This design comes from an exercise in tuning for small area on the open sky130 flow, not from production work. RTL that was checked went through simulation tests only; none was proved equivalent to the original. Power is estimated from default activity; no workload was simulated.

==> inputs of job 6943 <==
==> flow/design.v (excerpt) <==
module seq_prog #(
  parameter int unsigned ADDR_WIDTH = 8,
  parameter int unsigned INST_WIDTH = 12,
  parameter int unsigned DEPTH      = 256
) (
  input  logic                  clock,
  input  logic                  reset,
  input  logic [INST_WIDTH-1:0] load_data,
  input  logic                  load_wen,
  input  logic                  load_done,
  input  logic                  run,
  input  logic                  clear,
  input  logic [ADDR_WIDTH-1:0] next,
  output logic [INST_WIDTH-1:0] inst,
  output logic                  inst_wen,
  output logic [ADDR_WIDTH:0]   length,
  output logic                  overflow,
  output logic                  halted,
  output logic                  ready
);
  localparam logic [1:0] StLoad  = 2'd0;
  localparam logic [1:0] StReady = 2'd1;
  localparam logic [1:0] StRun   = 2'd2;
  localparam logic [1:0] StHalt  = 2'd3;
  localparam logic [ADDR_WIDTH:0] FullLen = (ADDR_WIDTH + 1)'(DEPTH);
  logic [1:0]            state_q, state_d;
  logic [ADDR_WIDTH:0]   length_q, length_d;
  logic                  overflow_q, overflow_d;
  logic [INST_WIDTH-1:0] inst_q, inst_d;
  logic                  inst_wen_q, inst_wen_d;
  logic                  halted_q, halted_d;
  logic                  mem_we;
  logic                  fetch;
  logic [INST_WIDTH-1:0] mem_q [DEPTH];
  always_comb begin
    state_d    = state_q;
    length_d   = length_q;
  ...
==> module seq_prog, before the edit <==
module seq_prog #(
  parameter int unsigned ADDR_WIDTH = 8,
  parameter int unsigned INST_WIDTH = 12,
  parameter int unsigned DEPTH      = 256
) (
  input  logic                  clock,
  input  logic                  reset,
  input  logic [INST_WIDTH-1:0] load_data,
  input  logic                  load_wen,
  input  logic                  load_done,
  input  logic                  run,
  input  logic                  clear,
  input  logic [ADDR_WIDTH-1:0] next,
  output logic [INST_WIDTH-1:0] inst,
  output logic                  inst_wen,
  output logic [ADDR_WIDTH:0]   length,
  output logic                  overflow,
  output logic                  halted,
  output logic                  ready
);
  localparam logic [1:0] StLoad  = 2'd0;
  localparam logic [1:0] StReady = 2'd1;
  localparam logic [1:0] StRun   = 2'd2;
  localparam logic [1:0] StHalt  = 2'd3;
  localparam logic [ADDR_WIDTH:0] FullLen = (ADDR_WIDTH + 1)'(DEPTH);
  logic [1:0]            state_q, state_d;
  logic [ADDR_WIDTH:0]   length_q, length_d;
  logic                  overflow_q, overflow_d;
  logic [INST_WIDTH-1:0] inst_q, inst_d;
  logic                  inst_wen_q, inst_wen_d;
  logic                  halted_q, halted_d;
  logic                  mem_we;
  logic                  fetch;
  logic [INST_WIDTH-1:0] mem_q [DEPTH];
  always_comb begin
    state_d    = state_q;
    length_d   = length_q;
    overflow_d = overflow_q;
    inst_d     = inst_q;
    inst_wen_d = 1'b0;
    halted_d   = halted_q;
    mem_we     = 1'b0;
    fetch      = 1'b0;
    if (clear) begin
      state_d    = StLoad;
      length_d   = '0;
      overflow_d = 1'b0;
      inst_d     = '0;
      halted_d   = 1'b0;
    end else begin
      case (state_q)
        StLoad: begin
          if (load_wen) begin
            if (length_q == FullLen) begin
              overflow_d = 1'b1;
            end else begin
              mem_we   = 1'b1;
              length_d = length_q + 1'b1;
            end
          end
          if (load_done) state_d = StReady;
        end
        StReady: fetch = run;
        StRun:   fetch = run;
        StHalt:  inst_d = '0;
        default: state_d = StLoad;
      endcase
      if (fetch) begin
        if ({1'b0, next} < length_q) begin
          inst_d     = mem_q[next];
          inst_wen_d = 1'b1;
          state_d    = StRun;
        end else begin
          inst_d   = '0;
          halted_d = 1'b1;
          state_d  = StHalt;
        end
      end
    end
  end
  always_ff @(posedge clock or negedge reset) begin
    if (!reset) begin
      state_q    <= StLoad;
      length_q   <= '0;
      overflow_q <= 1'b0;
      inst_q     <= '0;
      inst_wen_q <= 1'b0;
      halted_q   <= 1'b0;
    end else begin
      state_q    <= state_d;
      length_q   <= length_d;
      overflow_q <= overflow_d;
      inst_q     <= inst_d;
      inst_wen_q <= inst_wen_d;
      halted_q   <= halted_d;
    end
  end
  always_ff @(posedge clock) begin
    if (mem_we) mem_q[length_q[ADDR_WIDTH-1:0]] <= load_data;
  end
  assign inst     = inst_q;
  assign inst_wen = inst_wen_q;
  assign length   = length_q;
  assign overflow = overflow_q;
  assign halted   = halted_q;
  assign ready    = (state_q == StReady) || (state_q == StRun);
endmodule
clock: 5.0 ns
lec_check: 0
cap_margin: 20
core_margin: 2
core_utilization: 40
slew_margin: 20
run.sh (not shown) runs the stock make flow with config.mk's settings and CLKGATE_MAP_FILE= SYNTH_SCRIPT=/design/flow/synth_recipe.tcl, a recipe that flattens the netlist after the stock synthesis.
==> inputs of job 1513, as changes to job 6943 <==
--- a/flow/design.v
+++ b/flow/design.v
@@ -31,4 +31,6 @@
   logic                  halted_q, halted_d;
+  logic                  pol_q;
   logic                  mem_we;
   logic                  fetch;
+  logic [INST_WIDTH-1:0] rd_word;
   logic [INST_WIDTH-1:0] mem_q [DEPTH];
@@ -69,3 +71,3 @@
         if ({1'b0, next} < length_q) begin
-          inst_d     = mem_q[next];
+          inst_d     = rd_word;
           inst_wen_d = 1'b1;
@@ -88,2 +90,3 @@
       halted_q   <= 1'b0;
+      pol_q      <= 1'b0;
     end else begin
@@ -95,7 +98,85 @@
       halted_q   <= halted_d;
-    end
+      pol_q      <= ~pol_q;
+    end
+  end
+  localparam int unsigned Half = ADDR_WIDTH / 2;
+  localparam int unsigned NHi  = DEPTH >> Half;
+  localparam int unsigned NLo  = 1 << Half;
+  logic [INST_WIDTH-1:0] wr_data;
+  logic [NHi-1:0]        w_hi, w_hi_n;
+  logic [NLo-1:0]        w_lo, w_lo_we_n;
+  logic [DEPTH-1:0]      row_wr, row_nsel;
+  assign wr_data = load_data ^ {INST_WIDTH{pol_q}};
+  always_comb begin
+    for (int g = 0; g < NHi; g++) begin
+      w_hi[g]   = (length_q[ADDR_WIDTH:Half] == (ADDR_WIDTH + 1 - Half)'(g));
+      w_hi_n[g] = ~w_hi[g];
+    end
+    for (int j = 0; j < NLo; j++) begin
+      w_lo[j]      = (length_q[Half-1:0] == Half'(j));
+      w_lo_we_n[j] = ~(w_lo[j] & mem_we);
+    end
+  end
+  for (genvar r = 0; r < DEPTH; r++) begin : g_wrow
+    seq_prog_nor2  u_wr   (.a(w_hi_n[r / NLo]), .b(w_lo_we_n[r % NLo]), .y(row_wr[r]));
+    seq_prog_nand2 u_nsel (.a(w_hi[r / NLo]),   .b(w_lo[r % NLo]),      .y(row_nsel[r]));
   end
   always_ff @(posedge clock) begin
-    if (mem_we) mem_q[length_q[ADDR_WIDTH-1:0]] <= load_data;
-  end
+    for (int r = 0; r < DEPTH; r++) begin
+      mem_q[r] <= ~((mem_q[r] | {INST_WIDTH{row_wr[r]}}) &
+                    ({INST_WIDTH{row_nsel[r]}} | wr_data));
+    end
+  end
+  localparam int unsigned N1 = (DEPTH + 2) / 3;    
+  localparam int unsigned N2 = (N1 + 3) / 4;       
+  localparam int unsigned N3 = (N2 + 1) / 2;       
+  localparam int unsigned N4 = (N3 + 3) / 4;       
+  logic [NHi-1:0]        r_hi_n;
+  logic [NLo-1:0]        r_lo_n;
+  logic [DEPTH-1:0]      rd_sel;
+  logic [INST_WIDTH-1:0] rd_raw;
+  always_comb begin
+    for (int g = 0; g < NHi; g++) r_hi_n[g] = (next[ADDR_WIDTH-1:Half] != (ADDR_WIDTH - Half)'(g));
+    for (int j = 0; j < NLo; j++) r_lo_n[j] = (next[Half-1:0] != Half'(j));
+  end
+  for (genvar r = 0; r < DEPTH; r++) begin : g_rrow
+    seq_prog_nor2 u_sel (.a(r_hi_n[r / NLo]), .b(r_lo_n[r % NLo]), .y(rd_sel[r]));
+  end
+  for (genvar b = 0; b < INST_WIDTH; b++) begin : g_rd
+    logic [3*N1-1:0] s1, d1;
+    logic [N1-1:0]   t1;
+    logic [4*N2-1:0] t1p;
+    logic [N2-1:0]   t2;
+    logic [2*N3-1:0] t2p;
+    logic [N3-1:0]   t3;
+    logic [4*N4-1:0] t3p;
+    logic [N4-1:0]   t4;
+    for (genvar i = 0; i < 3 * N1; i++) begin : g_in
+      if (i < DEPTH) begin : g_row
+        assign s1[i] = rd_sel[i];
+        assign d1[i] = mem_q[i][b];
+      end else begin : g_pad
+        assign s1[i] = 1'b0;
+        assign d1[i] = 1'b0;
+      end
+    end
+    for (genvar k = 0; k < N1; k++) begin : g_l1
+      seq_prog_aoi222 u (.a0(s1[3*k]), .b0(d1[3*k]), .a1(s1[3*k+1]), .b1(d1[3*k+1]),
+                         .a2(s1[3*k+2]), .b2(d1[3*k+2]), .y(t1[k]));
+    end
+    assign t1p = {{(4*N2-N1){1'b1}}, t1};
+    for (genvar k = 0; k < N2; k++) begin : g_l2
+      seq_prog_nand4 u (.a(t1p[4*k]), .b(t1p[4*k+1]), .c(t1p[4*k+2]), .d(t1p[4*k+3]), .y(t2[k]));
+    end
+    assign t2p = {{(2*N3-N2){1'b0}}, t2};
+    for (genvar k = 0; k < N3; k++) begin : g_l3
+      seq_prog_nor2 u (.a(t2p[2*k]), .b(t2p[2*k+1]), .y(t3[k]));
+    end
+    assign t3p = {{(4*N4-N3){1'b1}}, t3};
+    for (genvar k = 0; k < N4; k++) begin : g_l4
+      seq_prog_nand4 u (.a(t3p[4*k]), .b(t3p[4*k+1]), .c(t3p[4*k+2]), .d(t3p[4*k+3]), .y(t4[k]));
+    end
+    assign rd_raw[b] = |t4;
+  end
+  assign rd_word = rd_raw ^ {INST_WIDTH{pol_q}};
   assign inst     = inst_q;
@@ -107 +188,13 @@
 endmodule
+module seq_prog_nor2 (input logic a, b, output logic y);
+  assign y = ~(a | b);
+endmodule
+module seq_prog_nand2 (input logic a, b, output logic y);
+  assign y = ~(a & b);
+endmodule
+module seq_prog_nand4 (input logic a, b, c, d, output logic y);
+  assign y = ~(a & b & c & d);
+endmodule
+module seq_prog_aoi222 (input logic a0, b0, a1, b1, a2, b2, output logic y);
+  assign y = ~((a0 & b0) | (a1 & b1) | (a2 & b2));
+endmodule
CORE_UTILIZATION = 60   (was 40)
CTS_CLUSTER_DIAMETER = 60   (was default)
CTS_CLUSTER_SIZE = 30   (was default)
SYNTH_HIERARCHICAL = 1   (was default)
SYNTH_MINIMUM_KEEP_SIZE = 0   (was default)
==> inputs of job 4463, as changes to job 6943 <==
--- a/flow/design.v
+++ b/flow/design.v
@@ -31,4 +31,5 @@
   logic                  halted_q, halted_d;
-  logic                  mem_we;
+  logic                  pol_q;
   logic                  fetch;
+  logic [INST_WIDTH-1:0] rd_word;
   logic [INST_WIDTH-1:0] mem_q [DEPTH];
@@ -41,3 +42,2 @@
     halted_d   = halted_q;
-    mem_we     = 1'b0;
     fetch      = 1'b0;
@@ -56,3 +56,2 @@
             end else begin
-              mem_we   = 1'b1;
               length_d = length_q + 1'b1;
@@ -69,3 +68,3 @@
         if ({1'b0, next} < length_q) begin
-          inst_d     = mem_q[next];
+          inst_d     = rd_word;
           inst_wen_d = 1'b1;
@@ -88,2 +87,3 @@
       halted_q   <= 1'b0;
+      pol_q      <= 1'b0;
     end else begin
@@ -95,7 +95,81 @@
       halted_q   <= halted_d;
+      pol_q      <= ~pol_q;
     end
   end
+  localparam int unsigned Half = ADDR_WIDTH / 2;
+  localparam int unsigned NHi  = DEPTH >> Half;
+  localparam int unsigned NLo  = 1 << Half;
+  logic [INST_WIDTH-1:0] wr_data;
+  logic [NHi-1:0]        w_hi, w_hi_n;
+  logic [NLo-1:0]        w_lo, w_lo_n;
+  logic [DEPTH-1:0]      row_sel, row_nsel;
+  assign wr_data = load_data ^ {INST_WIDTH{pol_q}};
+  always_comb begin
+    for (int g = 0; g < NHi; g++) begin
+      w_hi[g]   = (length_q[ADDR_WIDTH:Half] == (ADDR_WIDTH + 1 - Half)'(g));
+      w_hi_n[g] = ~w_hi[g];
+    end
+    for (int j = 0; j < NLo; j++) begin
+      w_lo[j]   = (length_q[Half-1:0] == Half'(j));
+      w_lo_n[j] = ~w_lo[j];
+    end
+  end
+  for (genvar r = 0; r < DEPTH; r++) begin : g_wrow
+    seq_prog_nor2  u_sel  (.a(w_hi_n[r / NLo]), .b(w_lo_n[r % NLo]), .y(row_sel[r]));
+    seq_prog_nand2 u_nsel (.a(w_hi[r / NLo]),   .b(w_lo[r % NLo]),   .y(row_nsel[r]));
+  end
   always_ff @(posedge clock) begin
-    if (mem_we) mem_q[length_q[ADDR_WIDTH-1:0]] <= load_data;
+    for (int r = 0; r < DEPTH; r++) begin
+      mem_q[r] <= ~((mem_q[r] | {INST_WIDTH{row_sel[r]}}) &
+                    ({INST_WIDTH{row_nsel[r]}} | wr_data));
+    end
   end
+  localparam int unsigned N1 = (DEPTH + 2) / 3;    
+  localparam int unsigned N2 = (N1 + 3) / 4;       
+  localparam int unsigned N3 = (N2 + 1) / 2;       
+  localparam int unsigned N4 = (N3 + 3) / 4;       
+  logic [NHi-1:0]        r_hi_n;
+  logic [NLo-1:0]        r_lo_n;
+  logic [DEPTH-1:0]      rd_sel;
+  logic [INST_WIDTH-1:0] rd_raw;
+  always_comb begin
+    for (int g = 0; g < NHi; g++) r_hi_n[g] = (next[ADDR_WIDTH-1:Half] != (ADDR_WIDTH - Half)'(g));
+    for (int j = 0; j < NLo; j++) r_lo_n[j] = (next[Half-1:0] != Half'(j));
+  end
+  for (genvar r = 0; r < DEPTH; r++) begin : g_rrow
+    seq_prog_nor2 u_sel (.a(r_hi_n[r / NLo]), .b(r_lo_n[r % NLo]), .y(rd_sel[r]));
+  end
+  for (genvar b = 0; b < INST_WIDTH; b++) begin : g_rd
+    logic [N1-1:0] t1;
+    logic [N2-1:0] t2;
+    logic [N3-1:0] t3;
+    logic [N4-1:0] t4;
+    for (genvar k = 0; k < N1; k++) begin : g_l1
+      localparam int unsigned R = 3 * k;
+      if (R + 3 <= DEPTH) begin : g_3
+        seq_prog_aoi222 u (.a0(rd_sel[R]),     .b0(mem_q[R][b]),
+                           .a1(rd_sel[R + 1]), .b1(mem_q[R + 1][b]),
+                           .a2(rd_sel[R + 2]), .b2(mem_q[R + 2][b]), .y(t1[k]));
+      end else if (R + 2 == DEPTH) begin : g_2
+        seq_prog_aoi22 u (.a0(rd_sel[R]),     .b0(mem_q[R][b]),
+                          .a1(rd_sel[R + 1]), .b1(mem_q[R + 1][b]), .y(t1[k]));
+      end else begin : g_1
+        seq_prog_nand2 u (.a(rd_sel[R]), .b(mem_q[R][b]), .y(t1[k]));
+      end
+    end
+    for (genvar k = 0; k < N2; k++) begin : g_l2
+      seq_prog_nandn #(.N((N1 - 4 * k < 4) ? N1 - 4 * k : 4)) u (
+        .a(t1[4 * k +: ((N1 - 4 * k < 4) ? N1 - 4 * k : 4)]), .y(t2[k]));
+    end
+    for (genvar k = 0; k < N3; k++) begin : g_l3
+      seq_prog_norn #(.N((N2 - 2 * k < 2) ? N2 - 2 * k : 2)) u (
+        .a(t2[2 * k +: ((N2 - 2 * k < 2) ? N2 - 2 * k : 2)]), .y(t3[k]));
+    end
+    for (genvar k = 0; k < N4; k++) begin : g_l4
+      seq_prog_nandn #(.N((N3 - 4 * k < 4) ? N3 - 4 * k : 4)) u (
+        .a(t3[4 * k +: ((N3 - 4 * k < 4) ? N3 - 4 * k : 4)]), .y(t4[k]));
+    end
+    assign rd_raw[b] = |t4;
+  end
+  assign rd_word = rd_raw ^ {INST_WIDTH{pol_q}};
   assign inst     = inst_q;
@@ -107 +181,19 @@
 endmodule
+module seq_prog_nor2 (input logic a, b, output logic y);
+  assign y = ~(a | b);
+endmodule
+module seq_prog_nand2 (input logic a, b, output logic y);
+  assign y = ~(a & b);
+endmodule
+module seq_prog_aoi22 (input logic a0, b0, a1, b1, output logic y);
+  assign y = ~((a0 & b0) | (a1 & b1));
+endmodule
+module seq_prog_nandn #(parameter int unsigned N = 4) (input logic [N-1:0] a, output logic y);
+  assign y = ~&a;
+endmodule
+module seq_prog_norn #(parameter int unsigned N = 2) (input logic [N-1:0] a, output logic y);
+  assign y = ~|a;
+endmodule
+module seq_prog_aoi222 (input logic a0, b0, a1, b1, a2, b2, output logic y);
+  assign y = ~((a0 & b0) | (a1 & b1) | (a2 & b2));
+endmodule
==> flow/flow/run.sh (new file) <==
#!/bin/bash
# Layout flow: the standard ORFS flow (standard synthesis, floorplan, power grid, tap
# cells, placement, CTS, routing), with two changes passed to the ORFS scripts:
#  - port buffers use buf_2 instead of the default delay buffer,
#  - clock tree synthesis puts more flip-flops under each leaf buffer and inserts no dummy
#    loads.
# The full make output goes to flow.log in this folder.
set -euo pipefail
export BUFFER_PORTS_ARGS="-buffer_cell sky130_fd_sc_hd__buf_2"
export CTS_ARGS="-sink_clustering_enable -repair_clock_nets -sink_clustering_size 28 -sink_clustering_max_diameter 100 -dont_use_dummy_load"
bash standard.sh finish > flow.log 2>&1
==> flow/standard.sh (new file) <==
#!/bin/bash
# synth_recipe.tcl (not shown) runs the flow's synth.tcl, then flattens the netlist and writes it again
# the make line also repeats each setting of config.mk as NAME=value (left out here)
make -C /OpenROAD-flow-scripts/flow DESIGN_CONFIG=/design/flow/config.mk WORK_HOME=/design/flow/orfs CLKGATE_MAP_FILE= SYNTH_SCRIPT=/design/flow/synth_recipe.tcl "${@:-finish}"
CORE_UTILIZATION = 50   (was 40)
PLACE_DENSITY = 0.75   (was default)
SYNTH_HIERARCHICAL = 1   (was default)
SYNTH_MINIMUM_KEEP_SIZE = 0   (was default)
removed: flow/run.sh
==> summary of the runs <==
Job 4463 went through all stages and came out clean. Job 6943 ran to the end with no violations. Job 1513 finished but failed the layout checks on setup timing.
The highest power belongs to job 6943, the lowest to job 4463.
Of job 4463 and job 1513, job 4463 has the higher setup slack (gap 0.39 ns).
The highest first-iteration DRC count belongs to job 4463, the lowest to job 6943.
Of job 4463 and job 1513, job 1513 has the higher global-route usage (gap 9.0 points).
The lowest utilization belongs to job 6943, the highest to job 1513.
Sequential power: job 6943 is larger than job 1513 (14%).
Between job 1513 and job 6943, the lower sequential cell count is in job 6943 (gap 1).
In job 1513 the clock skew is lower than in job 4463, by 0.048 ns.
Function not checked in job 6943 and job 1513: the RTL went through the layout flow alone.

[afterwards: timing with drivers on the ports]
In the flow no input, the clock included, has a driving cell. The finished layouts below were timed again as built, in two steps.
Step 1 sets driving cells, clkbuf_16 on the clock port and buf_2 on the other inputs (assumed; they add their load-dependent delay and slew).
Step 2 moves the port delays by t, midway between the first and last clock arrival at a register: inputs arrive t later, outputs are due t later. That takes back most of the time a late clock gives input paths.
a / b / c = no drivers / after step 1 / after step 2; a / b = the first two.
| run | t (ns) | setup WS [ns] | clock arrival spread, ns | pins driven straight from the clock port |
|---|---|---|---|---|
| job 6943 | 0.952 | 0.969 / 1.028 / 0.076 | 0.060 / 0.060 | 1 |
| job 1513 | 0.970 | -0.097 / -0.041 / -1.011 | 0.052 / 0.052 | 1 |
| job 4463 | 0.920 | 0.291 / 0.341 / -0.580 | 0.096 / 0.095 | 1 |
Met with ideal ports but missed after step 2: setup timing in job 4463. For job 1513, which loses most, drivers alone change the setup slack by +0.056 ns; drivers and shift together by -0.914 ns.
